From an optimization exercise on the open Yosys and OpenROAD flow, aimed at small area and a short achievable clock period; shortcuts taken in it are not production practice. Only simulation tests tie the RTL to the original design; equivalence was not proved. The clock port is modelled as an ideal driver; clocking choices that lean on that would not hold on a real chip. No activity file was given, so power comes from the tool's default toggle rates.

## branch amber
==> module mmcm_drp_ps_responder, before the edit <==
module mmcm_drp_ps_responder (
  input  logic                  clk_usb_i,
  input  logic                  reset_n_i,
  input  logic [clk_mgmt_pkg::DRP_ADDR_W-1:0] drp_addr_i,
  input  logic                  drp_den_i,
  input  logic                  drp_dwe_i,
  input  logic [clk_mgmt_pkg::DRP_DATA_W-1:0] drp_din_i,
  output logic [clk_mgmt_pkg::DRP_DATA_W-1:0] drp_dout_o,
  output logic                  drp_drdy_o,
  input  logic                  ps_en_i,
  input  logic                  ps_incdec_i,
  output logic                  ps_done_o,
  output logic [clk_mgmt_pkg::PS_PHASE_W-1:0] ps_phase_o,
  input  logic                  lock_reset_i,
  output logic                  locked_o,
  output logic                  drp_err_o,
  output logic                  ps_err_o
);
  localparam int AW = clk_mgmt_pkg::DRP_ADDR_W;
  localparam int DW = clk_mgmt_pkg::DRP_DATA_W;
  localparam int ND = clk_mgmt_pkg::DRP_DEPTH;
  logic          s1_q, s2_q, s3_q;               
  logic          busy;
  logic          accept;
  logic [AW-1:0] addr_q;
  logic          we_q;
  logic [DW-1:0] din_q;
  logic [DW-1:0] dout_q;
  logic          drdy_q;
  logic          drp_err_q;
  assign busy   = s1_q | s2_q | s3_q;
  assign accept = reset_n_i & drp_den_i & ~busy;
  always_ff @(posedge clk_usb_i) begin
    s1_q      <= accept;
    s2_q      <= reset_n_i & s1_q;
    s3_q      <= reset_n_i & s2_q;
    drdy_q    <= reset_n_i & s3_q;
    drp_err_q <= reset_n_i & (drp_err_q | (drp_den_i & busy));
    din_q     <= reset_n_i ? drp_din_i : '0;    
    if (!busy) begin
      addr_q <= drp_addr_i;
      we_q   <= drp_dwe_i;
    end
  end
  logic [7:0]  lo_hit;
  logic [15:0] hi_hit;
  always_comb begin
    for (int i = 0; i < 8; i++)  lo_hit[i] = (addr_q[2:0] == 3'(i));
    for (int j = 0; j < 16; j++) hi_hit[j] = (addr_q[6:3] == 4'(j));
  end
  logic [ND-1:0][DW-1:0] image_q;
  logic [DW-1:0]         wdat;
  logic                  wr_acc;
  logic [7:0]            wlo_n_q;                
  logic [15:0]           whi_n_q;                
  logic [ND-1:0]         wen;
  assign wr_acc = accept & drp_dwe_i;
  assign wdat   = din_q;
  always_ff @(posedge clk_usb_i) begin
    for (int i = 0; i < 8; i++)
      wlo_n_q[i] <= reset_n_i & (drp_addr_i[2:0] != 3'(i));
    for (int j = 0; j < 16; j++)
      whi_n_q[j] <= reset_n_i & ~(wr_acc & (drp_addr_i[6:3] == 4'(j)));
  end
  always_comb begin
    for (int w = 0; w < ND; w++) wen[w] = ~(wlo_n_q[w % 8] | whi_n_q[w / 8]);
  end
  always_ff @(posedge clk_usb_i) begin
    for (int w = 0; w < ND; w++) begin
      if (wen[w]) image_q[w] <= wdat;
    end
  end
  logic [7:0]    lo_n_q;
  logic [15:0]   hi_n_q;
  logic [ND-1:0] sel;
  logic [DW-1:0] rd;
  always_ff @(posedge clk_usb_i) begin
    lo_n_q <= ~lo_hit;
    hi_n_q <= ~hi_hit;
  end
  always_comb begin
    for (int w = 0; w < ND; w++) sel[w] = ~(lo_n_q[w % 8] | hi_n_q[w / 8]);
  end
  localparam int NQ = 4;
  localparam int NH = ND / NQ;
  logic [NQ-1:0][DW-1:0] part_d, part_q;
  generate
    for (genvar h = 0; h < NQ; h++) begin : g_part
      for (genvar b = 0; b < DW; b++) begin : g_bit
        logic [NH-1:0] col;
        for (genvar w = 0; w < NH; w++) begin : g_w
          assign col[w] = image_q[h * NH + w][b];
        end
        drp_rd_col #(.N(NH)) u_col (.sel_i(sel[h * NH +: NH]), .dat_i(col), .bit_o(part_d[h][b]));
      end
    end
  endgenerate
  always_ff @(posedge clk_usb_i) part_q <= part_d;
  assign rd = part_q[addr_q[AW-1 -: 2]];
  always_ff @(posedge clk_usb_i) begin
    dout_q <= (reset_n_i & s3_q & ~we_q) ? rd : '0;
  end
  logic [5:0] lock_cnt_q;
  logic       locked_q;
  logic       lock_clr;
  logic       lock_full;
  assign lock_clr  = ~reset_n_i | lock_reset_i;
  assign lock_full = &lock_cnt_q;
  always_ff @(posedge clk_usb_i) begin
    if (lock_clr) begin
      lock_cnt_q <= '0;
      locked_q   <= 1'b0;
    end else begin
      if (!lock_full) lock_cnt_q <= lock_cnt_q + 1'b1;
      locked_q <= lock_full;
    end
  end
  mmcm_ps_engine u_ps (
    .clk_i       (clk_usb_i),
    .rst_n_i     (reset_n_i),
    .ps_en_i     (ps_en_i),
    .ps_incdec_i (ps_incdec_i),
    .locked_i    (locked_q),
    .abort_i     (lock_reset_i),
    .ps_done_o   (ps_done_o),
    .ps_phase_o  (ps_phase_o),
    .ps_err_o    (ps_err_o)
  );
  assign drp_dout_o = dout_q;
  assign drp_drdy_o = drdy_q;
  assign drp_err_o  = drp_err_q;
  assign locked_o   = locked_q;
endmodule
==> module drp_rd_col, before the edit <==
module drp_rd_col #(
  parameter int N = 32
) (
  input  logic [N-1:0] sel_i,
  input  logic [N-1:0] dat_i,
  output logic         bit_o
);
  localparam int N3 = N / 3;
  localparam int NR = N % 3;
  logic [N3+NR-1:0] leaf_n;
  generate
    for (genvar k = 0; k < N3; k++) begin : g_aoi3
      drp_rd_aoi3 u_aoi (.sel_i(sel_i[3*k +: 3]), .dat_i(dat_i[3*k +: 3]), .y_no(leaf_n[k]));
    end
    for (genvar r = 0; r < NR; r++) begin : g_rest
      assign leaf_n[N3 + r] = ~(sel_i[3*N3 + r] & dat_i[3*N3 + r]);
    end
  endgenerate
  assign bit_o = ~&leaf_n;
endmodule
export LEC_CHECK = 0
export CAP_MARGIN = 20
export CORE_MARGIN = 2
export CORE_UTILIZATION = 60
export CTS_BUF_LIST = sky130_fd_sc_hd__clkbuf_16
export CTS_CLUSTER_DIAMETER = 200
export CTS_CLUSTER_SIZE = 26
export PLACE_DENSITY = 0.7
export SETUP_SLACK_MARGIN = 3.9
export SLEW_MARGIN = 20
export SYNTH_HIERARCHICAL = 1
create_clock -name core_clock -period 6.5 [get_ports {clk_usb_i}]
run.sh (not shown) runs the stock make flow with config.mk's settings and CLKGATE_MAP_FILE= SYNTH_SCRIPT=/design/flow/synth_recipe.tcl, a recipe that flattens the netlist after the stock synthesis.
Edits applied to the flow inputs when going from branch amber to branch cedar:
diff --git a/flow/design.v b/flow/design.v
--- a/flow/design.v
+++ b/flow/design.v
@@ -89,4 +89,5 @@
   logic          we_q;
   logic [DW-1:0] din_q;
+  logic          rst_q;
   logic [DW-1:0] dout_q;
   logic          drdy_q;
@@ -100,5 +101,6 @@
     drdy_q    <= reset_n_i & s3_q;
     drp_err_q <= reset_n_i & (drp_err_q | (drp_den_i & busy));
-    din_q     <= reset_n_i ? drp_din_i : '0;    
+    rst_q     <= ~reset_n_i;
+    din_q     <= drp_din_i;
     if (!busy) begin
       addr_q <= drp_addr_i;
@@ -119,5 +121,5 @@
   logic [ND-1:0]         wen;
   assign wr_acc = accept & drp_dwe_i;
-  assign wdat   = din_q;
+  assign wdat   = rst_q ? '0 : din_q;
   always_ff @(posedge clk_usb_i) begin
     for (int i = 0; i < 8; i++)
@@ -145,9 +147,8 @@
     for (int w = 0; w < ND; w++) sel[w] = ~(lo_n_q[w % 8] | hi_n_q[w / 8]);
   end
-  localparam int NQ = 4;
-  localparam int NH = ND / NQ;
-  logic [NQ-1:0][DW-1:0] part_d, part_q;
+  localparam int NH = ND / 2;
+  logic [1:0][DW-1:0] part_d, part_q;
   generate
-    for (genvar h = 0; h < NQ; h++) begin : g_part
+    for (genvar h = 0; h < 2; h++) begin : g_half
       for (genvar b = 0; b < DW; b++) begin : g_bit
         logic [NH-1:0] col;
@@ -160,5 +161,5 @@
   endgenerate
   always_ff @(posedge clk_usb_i) part_q <= part_d;
-  assign rd = part_q[addr_q[AW-1 -: 2]];
+  assign rd = addr_q[AW-1] ? part_q[1] : part_q[0];
   always_ff @(posedge clk_usb_i) begin
     dout_q <= (reset_n_i & s3_q & ~we_q) ? rd : '0;
@@ -196,5 +197,5 @@
 endmodule
 module drp_rd_col #(
-  parameter int N = 32
+  parameter int N = 128
 ) (
   input  logic [N-1:0] sel_i,
@@ -203,12 +204,14 @@
 );
   localparam int N3 = N / 3;
-  localparam int NR = N % 3;
-  logic [N3+NR-1:0] leaf_n;
+  localparam int NL = N3 + ((N % 3) != 0 ? 1 : 0);
+  logic [NL-1:0] leaf_n;
   generate
     for (genvar k = 0; k < N3; k++) begin : g_aoi3
       drp_rd_aoi3 u_aoi (.sel_i(sel_i[3*k +: 3]), .dat_i(dat_i[3*k +: 3]), .y_no(leaf_n[k]));
     end
-    for (genvar r = 0; r < NR; r++) begin : g_rest
-      assign leaf_n[N3 + r] = ~(sel_i[3*N3 + r] & dat_i[3*N3 + r]);
+    if (N % 3 == 2) begin : g_aoi2
+      drp_rd_aoi2 u_aoi (.sel_i(sel_i[N-1 -: 2]), .dat_i(dat_i[N-1 -: 2]), .y_no(leaf_n[N3]));
+    end else if (N % 3 == 1) begin : g_nand
+      assign leaf_n[N3] = ~(sel_i[N-1] & dat_i[N-1]);
     end
   endgenerate
@@ -222,2 +225,9 @@
   assign y_no = ~|(sel_i & dat_i);
 endmodule
+module drp_rd_aoi2 (
+  input  logic [1:0] sel_i,
+  input  logic [1:0] dat_i,
+  output logic       y_no
+);
+  assign y_no = ~|(sel_i & dat_i);
+endmodule
Notes after the runs:
Setup slack was lower in the run labelled branch cedar.
Looking at total chip power across branch cedar and branch amber, the one that comes out higher is branch amber.
Number of core rows, branch cedar vs branch amber: down slightly
Status: design area parity (branch cedar, branch amber)
branch cedar gives more fraction of met2 tracks used by global routing than branch amber did.
Relative to branch amber, the aggregate routed wire length of branch cedar is higher by about 0.53%.
branch amber -> branch cedar: buffer levels on the longest clock path delta 0, exact match

* * *

mmcm_drp_ps_responder, a different RTL version from the one above (not shown whole).
Size in the first run: roughly 3800 cells after synthesis, ~2200 flip-flops, roughly 60 I/O pins, ~77000 um^2 of cells after synthesis.
==> module mmcm_drp_ps_responder, before the edit <==
module mmcm_drp_ps_responder (
  input  logic                  clk_usb_i,
  input  logic                  reset_n_i,
  input  logic [clk_mgmt_pkg::DRP_ADDR_W-1:0] drp_addr_i,
  input  logic                  drp_den_i,
  input  logic                  drp_dwe_i,
  input  logic [clk_mgmt_pkg::DRP_DATA_W-1:0] drp_din_i,
  output logic [clk_mgmt_pkg::DRP_DATA_W-1:0] drp_dout_o,
  output logic                  drp_drdy_o,
  input  logic                  ps_en_i,
  input  logic                  ps_incdec_i,
  output logic                  ps_done_o,
  output logic [clk_mgmt_pkg::PS_PHASE_W-1:0] ps_phase_o,
  input  logic                  lock_reset_i,
  output logic                  locked_o,
  output logic                  drp_err_o,
  output logic                  ps_err_o
);
  localparam int AW = clk_mgmt_pkg::DRP_ADDR_W;
  localparam int DW = clk_mgmt_pkg::DRP_DATA_W;
  localparam int ND = clk_mgmt_pkg::DRP_DEPTH;
  logic          s1_q, s2_q, s3_q;               
  logic          busy;
  logic          accept;
  logic [AW-1:0] addr_q;
  logic          we_q;
  logic [DW-1:0] din_q;
  logic [DW-1:0] dout_q;
  logic          drdy_q;
  logic          drp_err_q;
  assign busy   = s1_q | s2_q | s3_q;
  assign accept = reset_n_i & drp_den_i & ~busy;
  always_ff @(posedge clk_usb_i) begin
    s1_q      <= accept;
    s2_q      <= reset_n_i & s1_q;
    s3_q      <= reset_n_i & s2_q;
    drdy_q    <= reset_n_i & s3_q;
    drp_err_q <= reset_n_i & (drp_err_q | (drp_den_i & busy));
    din_q     <= reset_n_i ? drp_din_i : '0;    
    if (!busy) begin
      addr_q <= drp_addr_i;
      we_q   <= drp_dwe_i;
    end
  end
  logic [7:0]  lo_hit;
  logic [15:0] hi_hit;
  always_comb begin
    for (int i = 0; i < 8; i++)  lo_hit[i] = (addr_q[2:0] == 3'(i));
    for (int j = 0; j < 16; j++) hi_hit[j] = (addr_q[6:3] == 4'(j));
  end
  logic [ND-1:0][DW-1:0] image_q;
  logic [DW-1:0]         wdat;
  logic                  wr_acc;
  logic [7:0]            wlo_n_q;                
  logic [15:0]           whi_n_q;                
  logic [ND-1:0]         wen;
  assign wr_acc = accept & drp_dwe_i;
  assign wdat   = din_q;
  always_ff @(posedge clk_usb_i) begin
    for (int i = 0; i < 8; i++)
      wlo_n_q[i] <= reset_n_i & (drp_addr_i[2:0] != 3'(i));
    for (int j = 0; j < 16; j++)
      whi_n_q[j] <= reset_n_i & ~(wr_acc & (drp_addr_i[6:3] == 4'(j)));
  end
  always_comb begin
    for (int w = 0; w < ND; w++) wen[w] = ~(wlo_n_q[w % 8] | whi_n_q[w / 8]);
  end
  always_ff @(posedge clk_usb_i) begin
    for (int w = 0; w < ND; w++) begin
      if (wen[w]) image_q[w] <= wdat;
    end
  end
  logic [7:0]    lo_n_q;
  logic [15:0]   hi_n_q;
  logic [ND-1:0] sel;
  logic [DW-1:0] rd;
  always_ff @(posedge clk_usb_i) begin
    lo_n_q <= ~lo_hit;
    hi_n_q <= ~hi_hit;
  end
  always_comb begin
    for (int w = 0; w < ND; w++) sel[w] = ~(lo_n_q[w % 8] | hi_n_q[w / 8]);
  end
  localparam int NQ = 4;
  localparam int NH = ND / NQ;
  logic [NQ-1:0][DW-1:0] part_n_d, part_n_q;
  generate
    for (genvar h = 0; h < NQ; h++) begin : g_part
      for (genvar b = 0; b < DW; b++) begin : g_bit
        logic [NH-1:0] col;
        for (genvar w = 0; w < NH; w++) begin : g_w
          assign col[w] = image_q[h * NH + w][b];
        end
        drp_rd_col #(.N(NH)) u_col (.sel_i(sel[h * NH +: NH]), .dat_i(col), .bit_no(part_n_d[h][b]));
      end
    end
  endgenerate
  always_ff @(posedge clk_usb_i) part_n_q <= part_n_d;
  assign rd = ~part_n_q[addr_q[AW-1 -: 2]];
  always_ff @(posedge clk_usb_i) begin
    dout_q <= (reset_n_i & s3_q & ~we_q) ? rd : '0;
  end
  logic [5:0] lock_cnt_q;
  logic       locked_q;
  logic       lock_clr;
  logic       lock_full;
  assign lock_clr  = ~reset_n_i | lock_reset_i;
  assign lock_full = &lock_cnt_q;
  always_ff @(posedge clk_usb_i) begin
    if (lock_clr) begin
      lock_cnt_q <= '0;
      locked_q   <= 1'b0;
    end else begin
      if (!lock_full) lock_cnt_q <= lock_cnt_q + 1'b1;
      locked_q <= lock_full;
    end
  end
  mmcm_ps_engine u_ps (
    .clk_i       (clk_usb_i),
    .rst_n_i     (reset_n_i),
    .ps_en_i     (ps_en_i),
    .ps_incdec_i (ps_incdec_i),
    .locked_i    (locked_q),
    .abort_i     (lock_reset_i),
    .ps_done_o   (ps_done_o),
    .ps_phase_o  (ps_phase_o),
    .ps_err_o    (ps_err_o)
  );
  assign drp_dout_o = dout_q;
  assign drp_drdy_o = drdy_q;
  assign drp_err_o  = drp_err_q;
  assign locked_o   = locked_q;
endmodule
==> module drp_rd_col, before the edit <==
module drp_rd_col #(
  parameter int N = 32
) (
  input  logic [N-1:0] sel_i,
  input  logic [N-1:0] dat_i,
  output logic         bit_no
);
  localparam int N3 = N / 3;
  localparam int NR = N % 3;
  logic [N3+NR-1:0] leaf_n;
  generate
    for (genvar k = 0; k < N3; k++) begin : g_aoi3
      drp_rd_aoi3 u_aoi (.sel_i(sel_i[3*k +: 3]), .dat_i(dat_i[3*k +: 3]), .y_no(leaf_n[k]));
    end
    for (genvar r = 0; r < NR; r++) begin : g_rest
      assign leaf_n[N3 + r] = ~(sel_i[3*N3 + r] & dat_i[3*N3 + r]);
    end
  endgenerate
  assign bit_no = &leaf_n;
endmodule
==> flow/config.mk <==
export PLATFORM = sky130hd
export DESIGN_NAME = mmcm_drp_ps_responder
export DESIGN_NICKNAME = mmcm_drp_ps_responder
export VERILOG_FILES = /design/flow/design.v
export SDC_FILE = /design/flow/constraint.sdc
export NUM_CORES = 4
export LEC_CHECK = 0
export CAP_MARGIN = 20
export CORE_MARGIN = 2
export CORE_UTILIZATION = 60
export PLACE_DENSITY = 0.7
export SETUP_SLACK_MARGIN = 4.2
export SLEW_MARGIN = 20
export SYNTH_HIERARCHICAL = 1
==> flow/constraint.sdc <==
create_clock -name core_clock -period 6.5 [get_ports {clk_usb_i}]
set_input_delay 1.3000 -clock core_clock [delete_from_list [all_inputs] [get_ports {clk_usb_i}]]
set_output_delay 1.3000 -clock core_clock [all_outputs]
set_load 0.01 [all_outputs]
standard.sh (not shown) runs the stock make flow with config.mk's settings and CLKGATE_MAP_FILE= SYNTH_SCRIPT=/design/flow/synth_recipe.tcl, a recipe that flattens the netlist after the stock synthesis.
==> flow/flow/run.sh <==
#!/bin/bash
# Own layout flow: the standard ORFS flow (standard.sh), with two changes
# made at the start of ORFS's CTS step by flow/clock_tree.tcl (through ORFS's
# PRE_CTS_TCL hook):
#  * each output register is moved next to its output port buffer;
#  * the clock tree is built by hand: a balanced two-level tree (the clock
#    port feeds 4 quadrant root buffers, each root feeds leaf buffers of at
#    most 24 flip-flops); TritonCTS then skips the nets it built.
# Everything else, including synthesis, is standard.sh's. make's full output
# goes to standard.log in the work folder; ORFS writes each step's own log
# under orfs/logs/.
set -euo pipefail
export PRE_CTS_TCL="$PWD/flow/clock_tree.tcl"
bash standard.sh > standard.log 2>&1
Other scripts of this flow, unchanged in this note and not shown: flow/flow/clock_tree.tcl
Change:
--- a/flow/design.v
+++ b/flow/design.v
@@ -146,7 +146,7 @@
   end
   localparam int NQ = 4;
   localparam int NH = ND / NQ;
-  logic [NQ-1:0][DW-1:0] part_n_d, part_n_q;
+  logic [NQ-1:0][DW-1:0] part_d, part_q;
   generate
     for (genvar h = 0; h < NQ; h++) begin : g_part
       for (genvar b = 0; b < DW; b++) begin : g_bit
@@ -154,12 +154,12 @@
         for (genvar w = 0; w < NH; w++) begin : g_w
           assign col[w] = image_q[h * NH + w][b];
         end
-        drp_rd_col #(.N(NH)) u_col (.sel_i(sel[h * NH +: NH]), .dat_i(col), .bit_no(part_n_d[h][b]));
+        drp_rd_col #(.N(NH)) u_col (.sel_i(sel[h * NH +: NH]), .dat_i(col), .bit_o(part_d[h][b]));
       end
     end
   endgenerate
-  always_ff @(posedge clk_usb_i) part_n_q <= part_n_d;
-  assign rd = ~part_n_q[addr_q[AW-1 -: 2]];
+  always_ff @(posedge clk_usb_i) part_q <= part_d;
+  assign rd = part_q[addr_q[AW-1 -: 2]];
   always_ff @(posedge clk_usb_i) begin
     dout_q <= (reset_n_i & s3_q & ~we_q) ? rd : '0;
   end
@@ -199,7 +199,7 @@
 ) (
   input  logic [N-1:0] sel_i,
   input  logic [N-1:0] dat_i,
-  output logic         bit_no
+  output logic         bit_o
 );
   localparam int N3 = N / 3;
   localparam int NR = N % 3;
@@ -212,7 +212,7 @@
       assign leaf_n[N3 + r] = ~(sel_i[3*N3 + r] & dat_i[3*N3 + r]);
     end
   endgenerate
-  assign bit_no = &leaf_n;
+  assign bit_o = ~&leaf_n;
 endmodule
 module drp_rd_aoi3 (
   input  logic [2:0] sel_i,
After rerunning: Worst hold slack got worse by 0.0030 ns. Routed wire length climbs by a few percent. Global-route usage stays flat. Combinational power climbs by a little under a tenth. Maximum frequency is about the same. Via count climbs slightly. Clock skew climbs by 0.0085 ns. Cell area climbs slightly. First-iteration DRC count climbs by a few percent. Cell count climbs by a few percent. Total power climbs slightly.

==> port drivers added, routing unchanged <==
The flow's constraints put no driver on any port. The routed layouts listed below were extracted and timed again, unchanged, in two steps. Step 1, drivers: a clkbuf_16 drives clk_usb_i and a buf_2 each remaining input, both assumed. Step 2 moves the port delays by t, midway between the first and last clock arrival at a register: inputs arrive t later, outputs are due t later. That takes back most of the time a late clock gives input paths. Three values: ideal ports, drivers, drivers and shift; two values: the first two.
| run | t (ns) | setup WS [ns] | worst register clock-pin slew, ns |
|---|---|---|---|
| branch amber | 0.802 | 3.838 / 3.838 / 3.325 | 0.11 / 0.11 |
| branch cedar | 0.803 | 3.744 / 3.744 / 3.296 | 0.11 / 0.11 |
| the first run of note 2 | 0.770 | 4.111 / 3.942 / 3.695 | 0.10 / 0.10 |
| the second run of note 2 | 0.772 | 4.105 / 3.941 / 3.571 | 0.10 / 0.10 |
After both steps setup and hold are still met in every run listed. For the second run of note 2, which loses most, drivers alone change the setup slack by -0.164 ns; drivers and shift together by -0.534 ns.
